Source: an optimization exercise on an open RTL-to-GDS flow (aim: small area and a short achievable clock period). Production flows keep margins and buffers that such runs may drop. Function was checked by simulation only, so behaviour that the tests miss may differ from the original. Power figures rest on the tool's default switching activity, not on a simulated workload.

==> flow/design.v <==
package mpi_pkg;
  localparam int flit_w = 32;
  typedef logic [flit_w-1:0] flit_t;
  typedef logic [31:0]       bus_addr_t;
  typedef enum logic [1:0] {
    sel_fifo,
    sel_ctrl,
    sel_other
  } reg_sel_t;
  localparam logic [2:0] ctrl_class     = 3'b111;
  localparam int         ctrl_class_lsb = 24;
  localparam int         ctrl_src_lsb   = 27;
  localparam int         ctrl_dst_lsb   = 19;
  localparam int         ctrl_reply_bit  = 0;
  localparam int         ctrl_enable_bit = 1;
  function automatic integer size_w_f(input integer depth);
    size_w_f = $clog2(depth + 1);
    if (size_w_f < 1) begin
      size_w_f = 1;
    end
  endfunction
endpackage
`timescale 1ns/10ps
module mpi_packet_buffer #(
  parameter int buf_depth = 16
) (
  input  logic                                    clk,
  input  logic                                    rst,
  input  mpi_pkg::flit_t                          fill_flit,
  input  logic                                    fill_last,
  input  logic                                    fill_valid,
  output logic                                    fill_ready,
  output mpi_pkg::flit_t                          drain_flit,
  output logic                                    drain_last,
  output logic                                    drain_valid,
  input  logic                                    drain_ready,
  output logic [mpi_pkg::size_w_f(buf_depth)-1:0] packet_size
);
  localparam int               size_w    = mpi_pkg::size_w_f(buf_depth);
  localparam int               ptr_w     = mpi_pkg::size_w_f(buf_depth - 1);
  localparam logic [ptr_w-1:0] last_slot = ptr_w'(buf_depth - 1);
  mpi_pkg::flit_t                 mem [buf_depth];
  logic [buf_depth-1:0]  last_mem;
  logic [ptr_w-1:0]  wr_ptr;
  logic [ptr_w-1:0]  rd_ptr;
  logic [size_w-1:0] fill_count;
  logic [size_w-1:0] pkt_count;
  logic push;
  logic pop;
  assign push = fill_valid && fill_ready;
  assign pop  = drain_valid && drain_ready;
  assign fill_ready  = (fill_count != size_w'(buf_depth));
  assign drain_valid = (pkt_count != '0);
  assign drain_flit  = mem[rd_ptr];
  assign drain_last  = last_mem[rd_ptr];
  always_ff @(posedge clk) begin
    if (push) begin
      mem[wr_ptr]      <= fill_flit;
      last_mem[wr_ptr] <= fill_last;
    end
  end
  always_ff @(posedge clk) begin
    if (rst) begin
      wr_ptr     <= '0;
      rd_ptr     <= '0;
      fill_count <= '0;
      pkt_count  <= '0;
    end else begin
      if (push) begin
        wr_ptr <= (wr_ptr == last_slot) ? '0 : wr_ptr + 1'b1;
      end
      if (pop) begin
        rd_ptr <= (rd_ptr == last_slot) ? '0 : rd_ptr + 1'b1;
      end
      case ({push, pop})
        2'b10:   fill_count <= fill_count + 1'b1;
        2'b01:   fill_count <= fill_count - 1'b1;
        default: fill_count <= fill_count;
      endcase
      case ({push && fill_last, pop && drain_last})
        2'b10:   pkt_count <= pkt_count + 1'b1;
        2'b01:   pkt_count <= pkt_count - 1'b1;
        default: pkt_count <= pkt_count;
      endcase
    end
  end
  always_comb begin
    int   idx;
    logic found;
    packet_size = '0;
    found       = 1'b0;
    for (int i = 0; i < buf_depth; i++) begin
      idx = int'(rd_ptr) + i;
      if (idx >= buf_depth) begin
        idx = idx - buf_depth;
      end
      if (!found && (i < int'(fill_count))) begin
        packet_size = size_w'(i + 1);
        found       = last_mem[idx];
      end
    end
    if (pkt_count == '0) begin
      packet_size = '0;
    end
  end
endmodule
`timescale 1ns/10ps
module mpi_bus_regs (
  input  logic               clk,
  input  logic               rst,
  input  mpi_pkg::bus_addr_t bus_addr,
  input  logic               bus_we,
  input  logic               bus_en,
  output mpi_pkg::flit_t     bus_data_out,
  output logic               bus_ack,
  output logic               bus_err,
  output logic               fifo_rd_en,
  output logic               fifo_wr_en,
  input  logic               rd_ack,
  input  mpi_pkg::flit_t     rd_data,
  input  logic               wr_ack,
  input  logic               tx_busy,
  input  logic               rx_avail,
  output logic               enabled
);
  mpi_pkg::reg_sel_t sel;
  always_comb begin
    case (bus_addr[5:2])
      4'h0:    sel = mpi_pkg::sel_fifo;
      4'h1:    sel = mpi_pkg::sel_ctrl;
      default: sel = mpi_pkg::sel_other;
    endcase
  end
  always_comb begin
    bus_ack      = 1'b0;
    bus_err      = 1'b0;
    bus_data_out = '0;
    fifo_rd_en   = 1'b0;
    fifo_wr_en   = 1'b0;
    if (bus_en) begin
      case (sel)
        mpi_pkg::sel_fifo: begin
          fifo_rd_en   = !bus_we;
          fifo_wr_en   = bus_we;
          bus_ack      = bus_we ? wr_ack : rd_ack;
          bus_data_out = bus_we ? '0 : rd_data;
        end
        mpi_pkg::sel_ctrl: begin
          bus_ack = 1'b1;
          if (!bus_we) begin
            bus_data_out = {{(mpi_pkg::flit_w - 2){1'b0}}, tx_busy, rx_avail};
          end
        end
        default: bus_err = 1'b1;
      endcase
    end
  end
  always_ff @(posedge clk) begin
    if (rst) begin
      enabled <= 1'b0;
    end else if (bus_en && bus_we && (sel == mpi_pkg::sel_ctrl)) begin
      enabled <= 1'b1;
    end
  end
endmodule
`timescale 1ns/10ps
module mpi_tx_framer #(
  parameter int buf_depth = 16
) (
  input  logic           clk,
  input  logic           rst,
  input  logic           wr_en,
  input  mpi_pkg::flit_t wr_data,
  output logic           wr_ack,
  output mpi_pkg::flit_t fill_flit,
  output logic           fill_last,
  output logic           fill_valid,
  input  logic           fill_ready
);
  localparam int size_w = mpi_pkg::size_w_f(buf_depth);
  typedef enum logic [1:0] {
    tx_idle,
    tx_first,
    tx_payload
  } tx_state_t;
  tx_state_t         state;
  tx_state_t         state_nxt;
  logic [size_w-1:0] remain;
  logic [size_w-1:0] remain_nxt;
  assign fill_flit = wr_data;
  assign fill_last = (remain == size_w'(1));
  always_comb begin
    state_nxt  = state;
    remain_nxt = remain;
    wr_ack     = 1'b0;
    fill_valid = 1'b0;
    case (state)
      tx_idle: begin
        if (wr_en) begin
          wr_ack     = 1'b1;
          remain_nxt = wr_data[size_w-1:0];
          if (wr_data[size_w-1:0] != '0) begin
            state_nxt = tx_first;
          end
        end
      end
      tx_first, tx_payload: begin
        fill_valid = wr_en;
        wr_ack     = wr_en && fill_ready;
        if (wr_en && fill_ready) begin
          remain_nxt = remain - 1'b1;
          state_nxt  = (remain == size_w'(1)) ? tx_idle : tx_payload;
        end
      end
      default: state_nxt = tx_idle;
    endcase
  end
  always_ff @(posedge clk) begin
    if (rst) begin
      state  <= tx_idle;
      remain <= '0;
    end else begin
      state  <= state_nxt;
      remain <= remain_nxt;
    end
  end
endmodule
`timescale 1ns/10ps
module mpi_rx_reader #(
  parameter int buf_depth = 16
) (
  input  logic                                    clk,
  input  logic                                    rst,
  input  logic                                    rd_en,
  input  logic [mpi_pkg::size_w_f(buf_depth)-1:0] packet_size,
  output logic                                    rd_ack,
  output mpi_pkg::flit_t                          rd_data,
  input  mpi_pkg::flit_t                          drain_flit,
  input  logic                                    drain_last,
  input  logic                                    drain_valid,
  output logic                                    drain_ready
);
  typedef enum logic {
    rx_idle,
    rx_flit
  } rx_state_t;
  rx_state_t state;
  rx_state_t state_nxt;
  always_comb begin
    state_nxt   = state;
    rd_ack      = 1'b0;
    rd_data     = '0;
    drain_ready = 1'b0;
    case (state)
      rx_idle: begin
        if (rd_en) begin
          rd_ack = 1'b1;
          if (drain_valid) begin
            rd_data = mpi_pkg::flit_t'(packet_size);
            if (packet_size != '0) begin
              state_nxt = rx_flit;
            end
          end
        end
      end
      rx_flit: begin
        if (rd_en) begin
          rd_ack      = 1'b1;
          rd_data     = drain_flit;
          drain_ready = 1'b1;
          if (packet_size == 1) begin
            state_nxt = rx_idle;
          end
        end
      end
      default: state_nxt = rx_idle;
    endcase
  end
  always_ff @(posedge clk) begin
    if (rst) begin
      state <= rx_idle;
    end else begin
      state <= state_nxt;
    end
  end
endmodule
`timescale 1ns/10ps
module mpi_ctrl_responder (
  input  logic           clk,
  input  logic           rst,
  input  logic           enabled,
  input  mpi_pkg::flit_t noc_in_flit,
  input  logic           noc_in_last,
  input  logic           noc_in_valid,
  output logic           noc_in_ready,
  output mpi_pkg::flit_t noc_out_flit,
  output logic           noc_out_last,
  output logic           noc_out_valid,
  input  logic           noc_out_ready,
  output mpi_pkg::flit_t rx_fill_flit,
  output logic           rx_fill_last,
  output logic           rx_fill_valid,
  input  logic           rx_fill_ready,
  input  mpi_pkg::flit_t tx_drain_flit,
  input  logic           tx_drain_last,
  input  logic           tx_drain_valid,
  output logic           tx_drain_ready
);
  logic  pending;
  mpi_pkg::flit_t reply_flit;
  logic  rx_in_packet;
  logic  tx_in_packet;
  logic  is_req;
  logic  send_reply;
  mpi_pkg::flit_t reply_nxt;
  assign is_req = !rx_in_packet && noc_in_last
               && (noc_in_flit[mpi_pkg::ctrl_class_lsb +: 3] == mpi_pkg::ctrl_class)
               && !noc_in_flit[mpi_pkg::ctrl_reply_bit];
  assign noc_in_ready  = !pending && rx_fill_ready;
  assign rx_fill_flit  = noc_in_flit;
  assign rx_fill_last  = noc_in_last;
  assign rx_fill_valid = noc_in_valid && !pending && !is_req;
  always_comb begin
    reply_nxt                      = noc_in_flit;
    reply_nxt[mpi_pkg::ctrl_src_lsb +: 5]   = noc_in_flit[mpi_pkg::ctrl_dst_lsb +: 5];
    reply_nxt[mpi_pkg::ctrl_dst_lsb +: 5]   = noc_in_flit[mpi_pkg::ctrl_src_lsb +: 5];
    reply_nxt[mpi_pkg::ctrl_enable_bit]     = enabled;
    reply_nxt[mpi_pkg::ctrl_reply_bit]      = 1'b1;
  end
  assign send_reply     = pending && !tx_in_packet;
  assign noc_out_valid  = send_reply ? 1'b1 : tx_drain_valid;
  assign noc_out_flit   = send_reply ? reply_flit : tx_drain_flit;
  assign noc_out_last   = send_reply ? 1'b1 : tx_drain_last;
  assign tx_drain_ready = !send_reply && noc_out_ready;
  always_ff @(posedge clk) begin
    if (noc_in_valid && noc_in_ready && is_req) begin
      reply_flit <= reply_nxt;
    end
  end
  always_ff @(posedge clk) begin
    if (rst) begin
      pending      <= 1'b0;
      rx_in_packet <= 1'b0;
      tx_in_packet <= 1'b0;
    end else begin
      if (noc_in_valid && noc_in_ready && is_req) begin
        pending <= 1'b1;
      end else if (send_reply && noc_out_ready) begin
        pending <= 1'b0;
      end
      if (rx_fill_valid && rx_fill_ready) begin
        rx_in_packet <= !noc_in_last;
      end
      if (tx_drain_valid && tx_drain_ready) begin
        tx_in_packet <= !tx_drain_last;
      end
    end
  end
endmodule
`timescale 1ns/10ps
module mpi_endpoint #(
  parameter int buf_depth = 16
) (
  input  logic               clk,
  input  logic               rst,
  output mpi_pkg::flit_t     noc_out_flit,
  output logic               noc_out_last,
  output logic               noc_out_valid,
  input  logic               noc_out_ready,
  input  mpi_pkg::flit_t     noc_in_flit,
  input  logic               noc_in_last,
  input  logic               noc_in_valid,
  output logic               noc_in_ready,
  input  mpi_pkg::bus_addr_t bus_addr,
  input  logic               bus_we,
  input  logic               bus_en,
  input  mpi_pkg::flit_t     bus_data_in,
  output mpi_pkg::flit_t     bus_data_out,
  output logic               bus_ack,
  output logic               bus_err,
  output logic               irq
);
  localparam int size_w = mpi_pkg::size_w_f(buf_depth);
  mpi_pkg::flit_t tx_fill_flit;
  logic  tx_fill_last;
  logic  tx_fill_valid;
  logic  tx_fill_ready;
  mpi_pkg::flit_t tx_drain_flit;
  logic  tx_drain_last;
  logic  tx_drain_valid;
  logic  tx_drain_ready;
  mpi_pkg::flit_t rx_fill_flit;
  logic  rx_fill_last;
  logic  rx_fill_valid;
  logic  rx_fill_ready;
  mpi_pkg::flit_t rx_drain_flit;
  logic  rx_drain_last;
  logic  rx_drain_valid;
  logic  rx_drain_ready;
  logic              fifo_rd_en;
  logic              fifo_wr_en;
  logic              rd_ack;
  logic              wr_ack;
  mpi_pkg::flit_t             rd_data;
  logic              enabled;
  logic [size_w-1:0] rx_size;
  assign irq = rx_drain_valid;
  mpi_bus_regs u_bus_regs (
    .clk          (clk),
    .rst          (rst),
    .bus_addr     (bus_addr),
    .bus_we       (bus_we),
    .bus_en       (bus_en),
    .bus_data_out (bus_data_out),
    .bus_ack      (bus_ack),
    .bus_err      (bus_err),
    .fifo_rd_en   (fifo_rd_en),
    .fifo_wr_en   (fifo_wr_en),
    .rd_ack       (rd_ack),
    .rd_data      (rd_data),
    .wr_ack       (wr_ack),
    .tx_busy      (noc_out_valid),
    .rx_avail     (irq),
    .enabled      (enabled)
  );
  mpi_tx_framer #(.buf_depth(buf_depth)) u_tx_framer (
    .clk     (clk),
    .rst     (rst),
    .wr_en   (fifo_wr_en),
    .wr_data (bus_data_in),
    .wr_ack  (wr_ack),
    .fill_flit  (tx_fill_flit),
    .fill_last  (tx_fill_last),
    .fill_valid (tx_fill_valid),
    .fill_ready (tx_fill_ready)
  );
  mpi_packet_buffer #(.buf_depth(buf_depth)) u_tx_buffer (
    .clk         (clk),
    .rst         (rst),
    .fill_flit   (tx_fill_flit),
    .fill_last   (tx_fill_last),
    .fill_valid  (tx_fill_valid),
    .fill_ready  (tx_fill_ready),
    .drain_flit  (tx_drain_flit),
    .drain_last  (tx_drain_last),
    .drain_valid (tx_drain_valid),
    .drain_ready (tx_drain_ready),
    .packet_size ()
  );
  mpi_ctrl_responder u_ctrl_responder (
    .clk           (clk),
    .rst           (rst),
    .enabled       (enabled),
    .noc_in_flit   (noc_in_flit),
    .noc_in_last   (noc_in_last),
    .noc_in_valid  (noc_in_valid),
    .noc_in_ready  (noc_in_ready),
    .noc_out_flit  (noc_out_flit),
    .noc_out_last  (noc_out_last),
    .noc_out_valid (noc_out_valid),
    .noc_out_ready (noc_out_ready),
    .rx_fill_flit  (rx_fill_flit),
    .rx_fill_last  (rx_fill_last),
    .rx_fill_valid (rx_fill_valid),
    .rx_fill_ready (rx_fill_ready),
    .tx_drain_flit (tx_drain_flit),
    .tx_drain_last (tx_drain_last),
    .tx_drain_valid(tx_drain_valid),
    .tx_drain_ready(tx_drain_ready)
  );
  mpi_packet_buffer #(.buf_depth(buf_depth)) u_rx_buffer (
    .clk         (clk),
    .rst         (rst),
    .fill_flit   (rx_fill_flit),
    .fill_last   (rx_fill_last),
    .fill_valid  (rx_fill_valid),
    .fill_ready  (rx_fill_ready),
    .drain_flit  (rx_drain_flit),
    .drain_last  (rx_drain_last),
    .drain_valid (rx_drain_valid),
    .drain_ready (rx_drain_ready),
    .packet_size (rx_size)
  );
  mpi_rx_reader #(.buf_depth(buf_depth)) u_rx_reader (
    .clk         (clk),
    .rst         (rst),
    .rd_en       (fifo_rd_en),
    .packet_size (rx_size),
    .rd_ack      (rd_ack),
    .rd_data     (rd_data),
    .drain_flit  (rx_drain_flit),
    .drain_last  (rx_drain_last),
    .drain_valid (rx_drain_valid),
    .drain_ready (rx_drain_ready)
  );
endmodule
==> flow/run.sh <==
#!/bin/bash
# synth_recipe.tcl (not shown) runs the flow's synth.tcl, then flattens the netlist and writes it again
# the make line also repeats each setting of config.mk as NAME=value (left out here)
make -C /OpenROAD-flow-scripts/flow DESIGN_CONFIG=/design/flow/config.mk WORK_HOME=/design/flow/orfs CLKGATE_MAP_FILE= SYNTH_SCRIPT=/design/flow/synth_recipe.tcl finish
==> flow/config.mk <==
export PLATFORM = sky130hd
export DESIGN_NAME = mpi_endpoint
export DESIGN_NICKNAME = mpi_endpoint
export VERILOG_FILES = /design/flow/design.v
export SDC_FILE = /design/flow/constraint.sdc
export NUM_CORES = 4
export LEC_CHECK = 0
export CAP_MARGIN = 20
export CORE_MARGIN = 2
export CORE_UTILIZATION = 40
export SLEW_MARGIN = 20
==> flow/constraint.sdc <==
create_clock -name core_clock -period 6.0 [get_ports {clk}]
set_input_delay 1.2000 -clock core_clock [delete_from_list [all_inputs] [get_ports {clk}]]
set_output_delay 1.2000 -clock core_clock [all_outputs]
set_load 0.01 [all_outputs]
==> key figures <==
Run
  – Max_cap viols: 0

Synth
  – Top cells by area, synth: edfxtp_1, mux4_2, dfxtp_1
  – Largest family of logic cells by synthesized area: multiplexers
  – Most frequent cells after synthesis: edfxtp_1, mux4_2, nor2_1, clkbuf_1, nand2_1
  – Share of the synthesized area in the top cell type: 70.0%
  – Compound-Gate Fraction of Synth Area: 2.25%
  – Synthesized cell area: 46600 um^2
  – Top_reg_cell synth: edfxtp_1
  – Multiplexer share of the synthesized area: 18.8%
  – Most frequent cell after synthesis: edfxtp_1
  – Ys async rst share: 0%
  – #FFs+latches synth: 1143
  – Number of flops mapped to enable cells by yosys: 1087
  – Ys Warns: 5
  – Adder-Cell Fraction of Synth Area: 1.36%
  – Dominant cell type by area after synthesis: edfxtp_1
  – Syn Inst Count: 2301
  – XOR/XNOR share of the synthesized area: 0.598%
  – Cell variety after synth: 65
  – Per-instance average area after synthesis: 20.3 um^2
  – Register area share after synthesis: 72.4%
  – Synthesized Nets: 2453
  – Area share of and/or/nand/nor cells after synthesis: 3.29%

Clock network
  – Clock transition at path regs: 60 ps
  – Sink Count: 1143
  – Root cell of the clock tree: clkbuf_16
  – Htree depth: 3
  – CTS Buffer Depth: 3
  – Cts hold-fix bufs: 0
  – TritonCTS buffer count: 112
  – Worst-skew pair later-pin latency: 700 ps
  – TritonCTS clock tree: yes

Detailed routing
  – Drt drc: 0
  – Antenna viol nets, final: 0
  – Drt total wl: 112000 um
  – DR pass1 iterations: 5
  – Via Count: 23237
  – Mean number of vias per cell: 5.62
  – Routed wire per std cell: 27.0 um
  – DR iter-0 viols: 2221

Timing
  – Final worst slack: 231 ps
  – Final Hold Vio Count: 0
  – Fin crit period: 5770 ps
  – Tcrit/Tclk final: 96.2%
  – Final hold slack: 489 ps
  – Max_slew headroom: 33.5%
  – Clk_skew: 28.5 ps
  – Worst-Margin Slew: 997 ps
  – Final setup viols: 0
  – Final Max Tran Viols: 0
  – Max Fclk: 173 MHz
  – Post-route setup TNS: 0 ps

Floorplanning
  – Boundary Pins: 173
  – Core Footprint: 116000 um^2
  – Die area: 119000 um^2
  – Row cnt: 125
  – Die span in y: 345 um
  – Die X: 345 um
  – Starting Density: 40.2%

Power
  – Logic pwr share: 2.8%
  – Clock power frac: 42.5%
  – Pwr dens: 298 nW/um^2
  – Int Power: 12.9 mW
  – Sequential Power Share: 54.7%
  – Overall power: 16.2 mW
  – Peak supply drop: 0.000273 V
  – Total net switching power: 3.28 mW
  – Leakage power: 16.6 nW
  – Switching Share: 20.3%

Global route
  – Largest net degree at the start of global routing: 57
  – Gr usage total: 18.6%
  – GR Overflow Total: 0
  – Initial antenna violation count: 19
  – Vias in the first global route: 24035
  – First-pass GRT wire length: 163000 um

Finish
  – Final std cells w/o fill: 4134
  – Synth-to-Final Area Change: 16.2%
  – Final Net Count: 2662
  – Layout cells sized above 1: 25.7%
  – Fin area: 54200 um^2
  – Fin util: 46.8%

Setup path
  – Reg2Reg Setup Slack: 2300 ps
  – Delay of the slowest cell on the worst path: 550 ps
  – Setup crit start kind: register
  – Slowest CP cell: ha_1
  – WS Path Type: reg -> out
  – Critical Path Fanout Max: 8
  – Most frequent cell on the critical path: mux2i_1
  – Worst EP required: 4800 ps
  – Crit end category: output pin
  – Crit path arrival time: 4570 ps
  – Crit-path cells: inv_1 -> ha_1 -> mux4_2 -> mux2i_1 -> mux2i_1 -> a221o_1 -> nor3b_4 -> buf_4 -> nand3_4 -> a211o_1 -> a21oi_1 -> clkdlybuf4s50_1

Placed design
  – Post-Place Cells: 3918
  – Pre-CTS setup slack: 506 ps
  – # port buffers: 144
  – Gpl congestion: 0.838
  – Placed cell areas: 50500 um^2
  – Post-DP HPWL: 66600 um

Min path
  – Hold Crit Class: reg -> reg

Run status
  – Status: timing/DRC/antenna clean
path summary, 6_finish.rpt:
check | depth (start not counted) | start | end
worst max-delay path | 12 | u_rx_buffer.rd_ptr[2]$_SDFFE_PP0P_ | bus_data_out[2]
worst min-delay path | 2 | u_tx_buffer.fill_count[4]$_SDFFE_PP0P_ | u_tx_buffer.fill_count[4]$_SDFFE_PP0P_
worst max register to register | 9 | u_rx_buffer.fill_count[1]$_SDFFE_PP0P_ | u_rx_buffer.mem[13][6]$_DFFE_PP_
worst min register to register | 2 | u_tx_buffer.fill_count[4]$_SDFFE_PP0P_ | u_tx_buffer.fill_count[4]$_SDFFE_PP0P_
metal layers:
layer | part of all wire [%] | track usage, %
met1 | 41 | 24.7
met2 | 51 | 32.1
met3 | 5.0 | 2.88
met4 | 2.2 | 4.51
met5 | 0.083 | 0
power by group through the flow:
stage	combinational, mW	clock [mW]	sequential [mW]
after floorplan	0.215	0	8.99
after global placement	0.428	0	9.00
after detailed placement	0.451	0	9.01
after CTS	0.453	7.00	8.84
after global routing	0.494	7.30	8.84
final	0.455	6.87	8.84
critical path: cells and delay by family (launching register included):
kind            cells  cell delay (ps)
flops               1              330
buf+inv             3              840
mux                 3              990
simple gates        2              300
fa+ha+maj           1              550
compound gates      3              860
timing repair:
action / 4_1_cts / 5_1_grt
setup buffers: 0 / 2
pin swaps: 1 / 1
resized for setup: 1 / 7
endpoints found under the setup margin: 4 / 5
cells by family after synthesis:
kind of cell    count (synthesis)
compound gates                168
xor+xnor                       31
fa+ha+maj                      49
buf+inv                       166
flops                        1143
mux                           431
simple gates                  313
area by class of cell:
class | count | area [um^2]
clock buffers | 136 | 2940
flip-flops and latches | 1143 | 33800
inverters | 48 | 180
repair buffers | 213 | 2200
clock inverters | 72 | 647
well taps | 1524 | 1910
fillers | 9521 | 61700
multi-input cells | 992 | 12500
diodes | 6 | 15.0
state kept, by name, summed over array words and instances, names as in the netlist, 4 cells and up, named ones only:
register                     count
u_rx_buffer.mem                512
u_rx_buffer.wr_ptr               4
u_tx_buffer.mem                512
u_tx_buffer.pkt_count            5
u_tx_buffer.rd_ptr               4
u_rx_buffer.fill_count           5
u_rx_buffer.last_mem            16
u_tx_buffer.last_mem            16
u_tx_framer.remain               5
u_tx_buffer.fill_count           5
u_rx_buffer.pkt_count            5
u_ctrl_responder.reply_flit     31
u_tx_buffer.wr_ptr               4
u_rx_buffer.rd_ptr               4
layout by cell type, fill, tap and decap left out, types with 6 or more instances in the layout:
master and instances:
edfxtp_1 1087, nand2_1 74, mux2i_1 35, buf_4 49, bufinv_16 10, a211oi_1 7, clkbuf_1 22, mux4_1 6
clkbuf_16 114, a22o_1 10, nand2b_1 14, clkinv_1 34, inv_1 47, and2_1 6, nor3b_1 6, o21ai_0 42
buf_12 19, a21oi_1 50, mux2_2 48, diode_2 6, xor2_1 15, mux4_2 342, ha_1 45, nor2_4 24
nor2_1 77, nand3_1 15, dfxtp_1 48, clkdlybuf4s50_1 143, o22ai_1 9, a21o_1 7, clkinv_2 15, or3_1 10
nor3_1 12, and3_1 30, xnor2_1 15, nor2b_1 9

-- afterwards: timing with drivers on the ports --
The results above use ideal ports. As a check the final layout listed here was re-extracted and re-timed, cells and wires unchanged. Step 1: set_driving_cell puts a clkbuf_16 on clk and a buf_2 on each other input, an assumption about the parent block. Step 2 times the ports against the registers' clock, not the clock port: input delays grow and output delays shrink by t, the midpoint of the rising clock arrivals with the driver on. Three values: ideal ports, drivers, drivers and shift; two values: the first two.
t, ns: 0.756
setup WS [ns]: 0.231 / 0.162 / 0.531
worst hold slack (ns): 0.489 / 0.489 / 0.489
slew at the worst register clock pin (ns): 0.07 / 0.07
After both steps this run still meets setup and hold. The setup slack of this run moves by -0.069 ns with the drivers and by +0.300 ns with both steps.
